Source: an optimization exercise on an open RTL-to-GDS flow (aim: small area, a short achievable clock period and few clock cycles per item). Production flows keep margins and buffers that such runs may drop.
Only simulation tests tie the RTL to the original design; equivalence was not proved.
Power and IR drop assume default switching activity.

==> flow/run.sh <==
#!/bin/bash
# synth_recipe.tcl (not shown) runs the flow's synth.tcl, then flattens the netlist and writes it again
# the make line also repeats each setting of config.mk as NAME=value (left out here)
make -C /OpenROAD-flow-scripts/flow DESIGN_CONFIG=/design/flow/config.mk WORK_HOME=/design/flow/orfs CLKGATE_MAP_FILE= SYNTH_SCRIPT=/design/flow/synth_recipe.tcl finish
==> flow/config.mk <==
export PLATFORM = sky130hd
export DESIGN_NAME = pid_controller_anti_windup_core
export DESIGN_NICKNAME = pid_controller_anti_windup_core
export VERILOG_FILES = /design/flow/design.v
export SDC_FILE = /design/flow/constraint.sdc
export NUM_CORES = 4
export LEC_CHECK = 0
export CAP_MARGIN = 20
export CORE_MARGIN = 2
export CORE_UTILIZATION = 40
export SLEW_MARGIN = 20
==> flow/constraint.sdc <==
create_clock -name core_clock -period 10.0 [get_ports {clk}]
set_input_delay 2.0000 -clock core_clock [delete_from_list [all_inputs] [get_ports {clk}]]
set_output_delay 2.0000 -clock core_clock [all_outputs]
set_load 0.01 [all_outputs]
==> flow/design.v <==
`timescale 1ns / 1ps
package pidaw_pkg;
  localparam int SAMPLE_WIDTH = 16;
  localparam int FRAC_BITS    = 8;
  localparam int SETPOINT_W   = 16;
  localparam int GAIN_W       = 16;
  localparam int TIME_W       = 32;
  localparam int LIMIT_W      = 47;
  localparam int INTEG_W      = 48;
  localparam int DERIV_W      = 32;
  localparam int DRIVE_W      = 32;
  localparam int CFG_IDX_W  = 3;
  localparam int CFG_DATA_W = LIMIT_W;
  localparam int ERR_W = ((SAMPLE_WIDTH > SETPOINT_W) ? SAMPLE_WIDTH : SETPOINT_W) + 1;
  localparam int MAG_W = ERR_W - 1;
  localparam int PROD_W     = MAG_W + TIME_W;
  localparam int PROD_LIM_W = 48;
  localparam int PCMP_W     = (PROD_W > PROD_LIM_W) ? PROD_W + 1 : PROD_LIM_W + 1;
  localparam int ACC_W      = INTEG_W + 2;
  localparam logic [PCMP_W-1:0] PROD_LIM = PCMP_W'(1) << PROD_LIM_W;
  localparam int DIFF_W = ERR_W + 1;
  localparam int QMAG_W = DIFF_W - 1 + FRAC_BITS;
  localparam int CMP_W  = ((QMAG_W > DERIV_W) ? QMAG_W : DERIV_W) + 1;
  localparam logic [CMP_W-1:0] DERIV_POS     = (CMP_W'(1) << (DERIV_W - 1)) - CMP_W'(1);
  localparam logic [CMP_W-1:0] DERIV_NEG_MAG = CMP_W'(1) << (DERIV_W - 1);
  localparam int PTERM_W = GAIN_W + ERR_W;
  localparam int ITERM_W = GAIN_W + INTEG_W;
  localparam int DTERM_W = GAIN_W + DERIV_W;
  localparam int SUM_W   = ITERM_W + 2;
  localparam logic signed [SUM_W-1:0] DRIVE_HI =
    $signed((SUM_W'(1) << (DRIVE_W - 1)) - SUM_W'(1));
  localparam logic signed [SUM_W-1:0] DRIVE_LO = ~DRIVE_HI;
  localparam int RUN1_STEPS = (QMAG_W > MAG_W) ? QMAG_W : MAG_W;
  localparam int CNT_MAX    = (RUN1_STEPS > GAIN_W) ? RUN1_STEPS : GAIN_W;
  localparam int CNT_W      = $clog2(CNT_MAX + 1);
  typedef enum logic [CFG_IDX_W-1:0] {
    REG_SETPOINT      = 3'd0,
    REG_GAIN_P        = 3'd1,
    REG_GAIN_I        = 3'd2,
    REG_GAIN_D        = 3'd3,
    REG_SAMPLE_PERIOD = 3'd4,
    REG_WINDUP_LIMIT  = 3'd5
  } cfg_reg_t;
endpackage
`timescale 1ns / 1ps
import pidaw_pkg::*;
module pid_controller_anti_windup_core (
  input  logic                                      clk,
  input  logic                                      rst,
  input  logic                                      wr_en,
  input  logic [pidaw_pkg::CFG_IDX_W-1:0]           wr_index,
  input  logic [pidaw_pkg::CFG_DATA_W-1:0]          wr_data,
  input  logic                                      in_valid,
  output logic                                      in_stall,
  input  logic signed [pidaw_pkg::SAMPLE_WIDTH-1:0] feedback,
  input  logic [pidaw_pkg::TIME_W-1:0]              now_ms,
  output logic                                      out_valid,
  input  logic                                      out_stall,
  output logic signed [pidaw_pkg::DRIVE_W-1:0]      drive,
  output logic                                      sampled
);
  typedef enum logic [2:0] {
    ST_IDLE,
    ST_RUN1,
    ST_INTEG,
    ST_RUN2,
    ST_SUM,
    ST_SAT,
    ST_EMIT
  } state_t;
  state_t state;
  logic signed [SETPOINT_W-1:0] setpoint;
  logic signed [GAIN_W-1:0]     gain_p;
  logic signed [GAIN_W-1:0]     gain_i;
  logic signed [GAIN_W-1:0]     gain_d;
  logic [TIME_W-1:0]            sample_period;
  logic [LIMIT_W-1:0]           windup_limit;
  logic [TIME_W-1:0]          prev_time;
  logic signed [ERR_W-1:0]    prev_error;
  logic signed [INTEG_W-1:0]  integral;
  logic signed [DERIV_W-1:0]  derivative;
  logic signed [DRIVE_W-1:0]  held_drive;
  logic signed [ERR_W-1:0] err_r;
  logic                    err_neg_r;
  logic [TIME_W-1:0]       dt_r;
  logic [TIME_W-1:0]       now_r;
  logic                    taken_r;
  logic [CNT_W-1:0]        cnt;
  logic [MAG_W-1:0]  pm_mult;
  logic [PROD_W-1:0] pm_mcand;
  logic [PROD_W-1:0] pm_acc;
  logic [QMAG_W-1:0] div_dvd;
  logic [TIME_W-1:0] div_rem;
  logic              div_neg;
  logic [GAIN_W-1:0]         gp_m, gi_m, gd_m;
  logic signed [PTERM_W-1:0] p_mc, p_acc;
  logic signed [ITERM_W-1:0] i_mc, i_acc;
  logic signed [DTERM_W-1:0] d_mc, d_acc;
  logic signed [SUM_W-1:0]   sum;
  logic                    in_take;
  logic signed [ERR_W-1:0] err_in;
  logic [TIME_W-1:0]       dt_in;
  logic                    gate_in;
  logic signed [DIFF_W-1:0] diff_in;
  logic [DIFF_W-1:0]       diff_mag;
  assign in_stall = (state != ST_IDLE);
  assign in_take  = in_valid && !in_stall;
  assign err_in   = ERR_W'(setpoint) - ERR_W'(feedback);
  assign dt_in    = now_ms - prev_time;
  assign gate_in  = (dt_in >= sample_period);
  assign diff_in  = DIFF_W'(err_in) - DIFF_W'(prev_error);
  assign diff_mag = diff_in[DIFF_W-1] ? DIFF_W'(-diff_in) : DIFF_W'(diff_in);
  logic [TIME_W:0]   rem_sh;
  logic              q_bit;
  logic [TIME_W-1:0] rem_next;
  always_comb begin
    rem_sh = {div_rem, div_dvd[QMAG_W-1]};
    q_bit  = (rem_sh >= {1'b0, dt_r});
    if (q_bit) begin
      rem_next = TIME_W'(rem_sh - {1'b0, dt_r});
    end else begin
      rem_next = TIME_W'(rem_sh);
    end
  end
  logic [PCMP_W-1:0]        prod_wide, prod_sat;
  logic signed [ACC_W-1:0]  prod_pos, prod_signed, acc_sum, lim_pos, lim_neg, acc_clamp;
  logic signed [INTEG_W-1:0] integral_next;
  always_comb begin
    prod_wide   = PCMP_W'(pm_acc);
    prod_sat    = (prod_wide > PROD_LIM) ? PROD_LIM : prod_wide;
    prod_pos    = $signed(ACC_W'(prod_sat));
    prod_signed = err_neg_r ? -prod_pos : prod_pos;
    acc_sum     = ACC_W'(integral) + prod_signed;
    lim_pos     = $signed(ACC_W'(windup_limit));
    lim_neg     = -lim_pos;
    if (acc_sum > lim_pos) begin
      acc_clamp = lim_pos;
    end else if (acc_sum < lim_neg) begin
      acc_clamp = lim_neg;
    end else begin
      acc_clamp = acc_sum;
    end
    integral_next = INTEG_W'(acc_clamp);
  end
  logic [CMP_W-1:0]          q_wide;
  logic signed [DERIV_W-1:0] derivative_next;
  always_comb begin
    q_wide = CMP_W'(div_dvd);
    if (dt_r == '0) begin
      derivative_next = derivative;
    end else if (!div_neg) begin
      derivative_next = (q_wide > DERIV_POS) ? DERIV_W'(DERIV_POS) : DERIV_W'(q_wide);
    end else begin
      derivative_next = (q_wide > DERIV_NEG_MAG) ? DERIV_W'(DERIV_NEG_MAG) : DERIV_W'(-q_wide);
    end
  end
  logic sign_step;
  assign sign_step = (cnt == CNT_W'(GAIN_W - 1));
  logic signed [SUM_W-1:0] sum_sh;
  assign sum_sh = sum >>> FRAC_BITS;
  always_ff @(posedge clk) begin
    if (rst) begin
      setpoint      <= '0;
      gain_p        <= '0;
      gain_i        <= '0;
      gain_d        <= '0;
      sample_period <= '0;
      windup_limit  <= '0;
    end else if (wr_en) begin
      unique case (wr_index)
        REG_SETPOINT:      setpoint      <= wr_data[SETPOINT_W-1:0];
        REG_GAIN_P:        gain_p        <= wr_data[GAIN_W-1:0];
        REG_GAIN_I:        gain_i        <= wr_data[GAIN_W-1:0];
        REG_GAIN_D:        gain_d        <= wr_data[GAIN_W-1:0];
        REG_SAMPLE_PERIOD: sample_period <= wr_data[TIME_W-1:0];
        REG_WINDUP_LIMIT:  windup_limit  <= wr_data[LIMIT_W-1:0];
        default: begin
        end
      endcase
    end
  end
  always_ff @(posedge clk) begin
    if (rst) begin
      prev_time  <= '0;
      prev_error <= '0;
      integral   <= '0;
      derivative <= '0;
      held_drive <= '0;
    end else if (state == ST_INTEG) begin
      prev_time  <= now_r;
      prev_error <= err_r;
      integral   <= integral_next;
      derivative <= derivative_next;
    end else if (state == ST_SAT) begin
      if (sum_sh > DRIVE_HI) begin
        held_drive <= DRIVE_W'(DRIVE_HI);
      end else if (sum_sh < DRIVE_LO) begin
        held_drive <= DRIVE_W'(DRIVE_LO);
      end else begin
        held_drive <= DRIVE_W'(sum_sh);
      end
    end
  end
  always_ff @(posedge clk) begin
    case (state)
      ST_IDLE: begin
        if (in_take) begin
          err_r     <= err_in;
          err_neg_r <= err_in[ERR_W-1];
          dt_r      <= dt_in;
          now_r     <= now_ms;
          taken_r   <= gate_in;
          cnt       <= '0;
          pm_mult   <= err_in[ERR_W-1] ? MAG_W'(-err_in) : MAG_W'(err_in);
          pm_mcand  <= PROD_W'(dt_in);
          pm_acc    <= '0;
          div_dvd   <= QMAG_W'(diff_mag) << FRAC_BITS;
          div_rem   <= '0;
          div_neg   <= diff_in[DIFF_W-1];
        end
      end
      ST_RUN1: begin
        if (cnt < CNT_W'(MAG_W)) begin
          if (pm_mult[0]) begin
            pm_acc <= pm_acc + pm_mcand;
          end
          pm_mcand <= pm_mcand << 1;
          pm_mult  <= pm_mult >> 1;
        end
        if (cnt < CNT_W'(QMAG_W)) begin
          div_rem <= rem_next;
          div_dvd <= {div_dvd[QMAG_W-2:0], q_bit};
        end
        cnt <= cnt + CNT_W'(1);
      end
      ST_INTEG: begin
        cnt   <= '0;
        gp_m  <= gain_p;
        gi_m  <= gain_i;
        gd_m  <= gain_d;
        p_mc  <= PTERM_W'(err_r);
        i_mc  <= ITERM_W'(integral_next);
        d_mc  <= DTERM_W'(derivative_next);
        p_acc <= '0;
        i_acc <= '0;
        d_acc <= '0;
      end
      ST_RUN2: begin
        if (gp_m[0]) begin
          p_acc <= sign_step ? p_acc - p_mc : p_acc + p_mc;
        end
        if (gi_m[0]) begin
          i_acc <= sign_step ? i_acc - i_mc : i_acc + i_mc;
        end
        if (gd_m[0]) begin
          d_acc <= sign_step ? d_acc - d_mc : d_acc + d_mc;
        end
        p_mc <= p_mc << 1;
        i_mc <= i_mc << 1;
        d_mc <= d_mc << 1;
        gp_m <= gp_m >> 1;
        gi_m <= gi_m >> 1;
        gd_m <= gd_m >> 1;
        cnt  <= cnt + CNT_W'(1);
      end
      ST_SUM: begin
        sum <= SUM_W'(p_acc) + SUM_W'(i_acc) + SUM_W'(d_acc >>> FRAC_BITS);
      end
      default: begin
      end
    endcase
  end
  always_ff @(posedge clk) begin
    if (rst) begin
      state     <= ST_IDLE;
      out_valid <= 1'b0;
    end else begin
      if (state == ST_EMIT && (!out_valid || !out_stall)) begin
        out_valid <= 1'b1;
        drive     <= held_drive;
        sampled   <= taken_r;
      end else if (out_valid && !out_stall) begin
        out_valid <= 1'b0;
      end
      unique case (state)
        ST_IDLE: begin
          if (in_take) begin
            state <= gate_in ? ST_RUN1 : ST_EMIT;
          end
        end
        ST_RUN1: begin
          if (cnt == CNT_W'(RUN1_STEPS - 1)) begin
            state <= ST_INTEG;
          end
        end
        ST_INTEG: begin
          state <= ST_RUN2;
        end
        ST_RUN2: begin
          if (sign_step) begin
            state <= ST_SUM;
          end
        end
        ST_SUM: begin
          state <= ST_SAT;
        end
        ST_SAT: begin
          state <= ST_EMIT;
        end
        ST_EMIT: begin
          if (!out_valid || !out_stall) begin
            state <= ST_IDLE;
          end
        end
        default: begin
          state <= ST_IDLE;
        end
      endcase
    end
  end
endmodule
==> results.tsv <==
metric	value	unit
status	no timing/DRC/antenna violations	
top cells by area, synth	edfxtp_1, ha_1, dfxtp_1, nand2_1, a21oi_1	
Min-Delay Path Depth	0	
Root Driver	clkbuf_16	
Slew @ Worst Pin	1.07	ns
gr ovfl total	0	
worst hold slack	0.422	ns
final setup fails	0	
global-route wire length before repair	279	mm
total CTS buffers	113	
largest net degree at the start of global routing	126	
CP Launch Type	flip-flop	
htree depth	3	
min Tclk post-route	9.06	ns
slowest stage cell, crit path	or4_1	
end of the worst hold path	drive[7]	
drt drc	0	
Final Instance Area	0.0741	mm²
Total GRT Usage	20.4	%
vias post-DR	52600	
Slew Viols, Final	0	
Routed wire per std cell	18.1	µm
area grow syn2layout	11.7	%
R2R setup slack	0.94	ns
Max Clock Freq	0.110	GHz
Die H	411	µm
Die W	411	µm
hold_buf cts	0	
top_reg_cell synth	edfxtp_1	
clk buf depth	3	
die area	0.169	mm²
required time of the critical path	10.49	ns
Initial Utilization	40.2	%
Synth top area share	31.1	%
Worst Path Arrival	9.54	ns
Post-CTS Setup Bufs	0	
min-delay src	held_drive[7]	
core area	0.165	mm²
Multi-input gate area	0.0373	mm²
largest area contributor in the netlist	edfxtp_1	
Port Buffer Count	137	
min-delay worst type	flip-flop to flip-flop	
layout cells sized above 1	4.48	%
I/O pins	138	
vias in the first global route	50400	
drt first pass iters	6	
skew final	0.0855	ns
maximum VDD drop	0.281	mV
Mean Syn Cell Area	8.99	µm²
row count	149	
pwr dens	360	mW/mm²
Warnings, synthesis	1	
cell count after synthesis	7377	
initial antenna violation count	0	
Routed Antenna Nets	0	
r2r worst-path depth	33	
synth unique cells	88	
Worst R2R End	i_mc[10]	
TritonCTS clock tree	yes	
Final Hold Fails	0	
hpwl dp	132	mm
period utilization	90.6	%
Seq. cell area	0.0268	mm²
critical path type	flip-flop to flip-flop	
post-cts sizing count	0	
Worst path max stage delay	0.62	ns
Worst Path Max Fanout	24	
vias per std cell	5.43	
nets	8110	
CTS Sinks	994	
RSZ-0062 raised after global routing	false	
Starting DRT DRC Count	3636	
asr flop ratio synth	0	%
Leak	0.0289	µW
number of synthesized flops with an enable pin	686	
clk latency of the worst-skew pair	0.77	ns
Clock Pin Slew Worst Setup and Hold Paths	0.06	ns
RR Startpoint	pm_acc[11]	
register area share after synthesis	40.4	%
maxcap violations	0	
syn nets	8089	
GP Congestion	0.929	
Crit. End Element	flip-flop	
Yosys reg bits	994	
Fin Setup TNS	0	ns
# fillers	16000	
post-place instance area	0.0700	mm²
mapped cell area	0.0663	mm²
slew margin rel.	28.7	%
total wire length	176	mm
-- cell families (layout without fill, tap and decap cells) --
family                   Yosys count  after routing  share of synthesized area (%)
XOR/XNOR                         594            594                           7.86
other                              0              1                              0
AND/OR/NAND/NOR                 2505           2505                           16.9
AO/OA/AOI/OAI                   1997           1997                           18.3
buffers and inverters            647            769                           3.73
adder cells (fa/ha/maj)          609            609                           12.3
flip-flops                       994            994                           40.4
multiplexers                      31             31                          0.492
-- layout by cell type, fill, tap and decap left out, drive strengths merged, types with 65 or more instances in the layout --
cell type	synthesis	final
a21o	274	274
a21oi	792	792
a31oi	65	65
clkbuf	257	164
clkdlybuf4s50	0	136
dfxtp	308	308
edfxtp	686	686
fa	72	72
ha	537	537
inv	359	364
nand2	1063	1063
nand2b	74	74
nand3	90	90
nand4	80	80
nor2	674	674
nor2b	72	72
nor3	146	146
o21a	68	68
o21ai	388	388
xnor2	422	422
xor2	172	172
-- how the worst max path moves through the flow --
stage / cells after the start / startpoint / to / slack, ns
after global placement: 31 / pm_acc[11] / i_mc[63] / 1.07
after global routing: 33 / pm_acc[11] / i_mc[23] / 0.20
final: 33 / pm_acc[11] / i_mc[10] / 0.94
after floorplan: 35 / pm_acc[11] / i_mc[21] / 2.37
after detailed placement: 33 / pm_acc[11] / i_mc[10] / 0.96
after CTS: 33 / pm_acc[11] / i_mc[10] / 0.94
-- worst max-delay path, delay by kind of cell, from the launching register on --
family                     cells  cell delay [ns]
adders and majority gates      2             0.63
xor gates and xnor gates       2             0.40
DFF                            1             0.45
and+or+nand+nor               11             3.16
buffers and inverters          1             0.23
AOI/OAI and AO/OA             17             3.90
-- flip-flops by register name, summed over array words and instances, names as in the netlist, 33 cells and up --
name          flops
sum              58
pm_mcand         48
pm_acc           48
d_mc             48
p_mc             33
i_acc            64
i_mc             64
windup_limit     47
integral         48
d_acc            48
p_acc            33
-- through the flow --
stage | total power, µW | utilization, % | cells | worst slack (ns)
6_report | 26700 | 45.0 | 9689 | 0.945
5_1_grt | 29000 | 45.0 | 9688 | 0.204
4_1_cts | 26700 | 44.9 | 9687 | 0.942
3_5_place_dp | 22200 | 42.5 | 9471 | 0.964
3_3_place_gp | 21900 | 42.4 | 9470 | 1.07
2_1_floorplan | 18600 | - | 7377 | 2.37
-- layout make-up --
cell class                      instances  area share, %
Inverter                              360           1.84
Antenna cell                            1        0.00338
Sequential cell                       994           36.1
Multi-Input combinational cell       5736           50.3
Timing Repair Buffer                  193           2.52
Tap cell                             2189           3.70
Clock buffer                          163           4.59
Clock inverter                         53          0.939
-- routing by layer --
| metal | vias to the layer above | wire, µm | GRT usage [%] |
|---|---|---|---|
| met4 | 0 | 4070 | 5.37 |
| met5 | - | 0 | 0 |
| li1 | 26400 | - | - |
| met1 | 24900 | 83800 | 28.8 |
| met2 | 1124 | 79700 | 33.4 |
| met3 | 210 | 7970 | 1.92 |
-- where the power goes --
| group | switching, µW | internal, µW | total (µW) |
|---|---|---|---|
| clock | 1790 | 2660 | 4460 |
| sequential | 1050 | 6330 | 7380 |
| combinational | 8830 | 6010 | 14800 |
| total | 11700 | 15000 | 26700 |
-- cells in the mapped netlist, types with 14 or more instances --
cell type	n
nor3b_1	20
o21bai_1	52
or4_1	20
edfxtp_1	686
inv_1	359
a21oi_1	791
o21ai_0	342
nand4_1	79
ha_1	537
dfxtp_1	308
a31oi_1	65
a211o_1	17
xnor2_1	421
or3_1	45
mux2i_1	18
o21a_1	68
buf_1	18
o31a_1	16
o31ai_1	50
clkbuf_1	257
nand2_1	1062
and2_1	63
a21o_1	274
nor2b_1	72
fa_1	72
or2_2	21
xor2_1	172
o21ai_1	46
o22ai_1	37
nand2b_1	74
o41ai_1	14
a211oi_1	59
nor3_1	145
and3_1	39
o211ai_1	40
nor4_1	59
nor2_1	673
nand3_1	90
Testbench counts, summed over its fixed seeds: cycles 112,492, items 3,840.

[what the ideal ports hide]
The results above use ideal ports. As a check the final layout listed here was re-extracted and re-timed, cells and wires unchanged. Step 1 sets driving cells, clkbuf_16 on the clock port and buf_2 on the other inputs (assumed; they add their load-dependent delay and slew). Step 2 times the ports against the registers' clock, not the clock port: input delays grow and output delays shrink by t, the midpoint of the rising clock arrivals with the driver on. Slacks: ideal / step 1 / step 2; pairs: ideal / step 1.
t (ns): 0.810
slack for setup (ns): 0.945 / 0.945 / 0.945
worst slew at a driven data input, ns: 0.13
After both steps this run still meets setup and hold. The setup slack of this run moves by 0.000 ns with the drivers and by 0.000 ns with both steps.
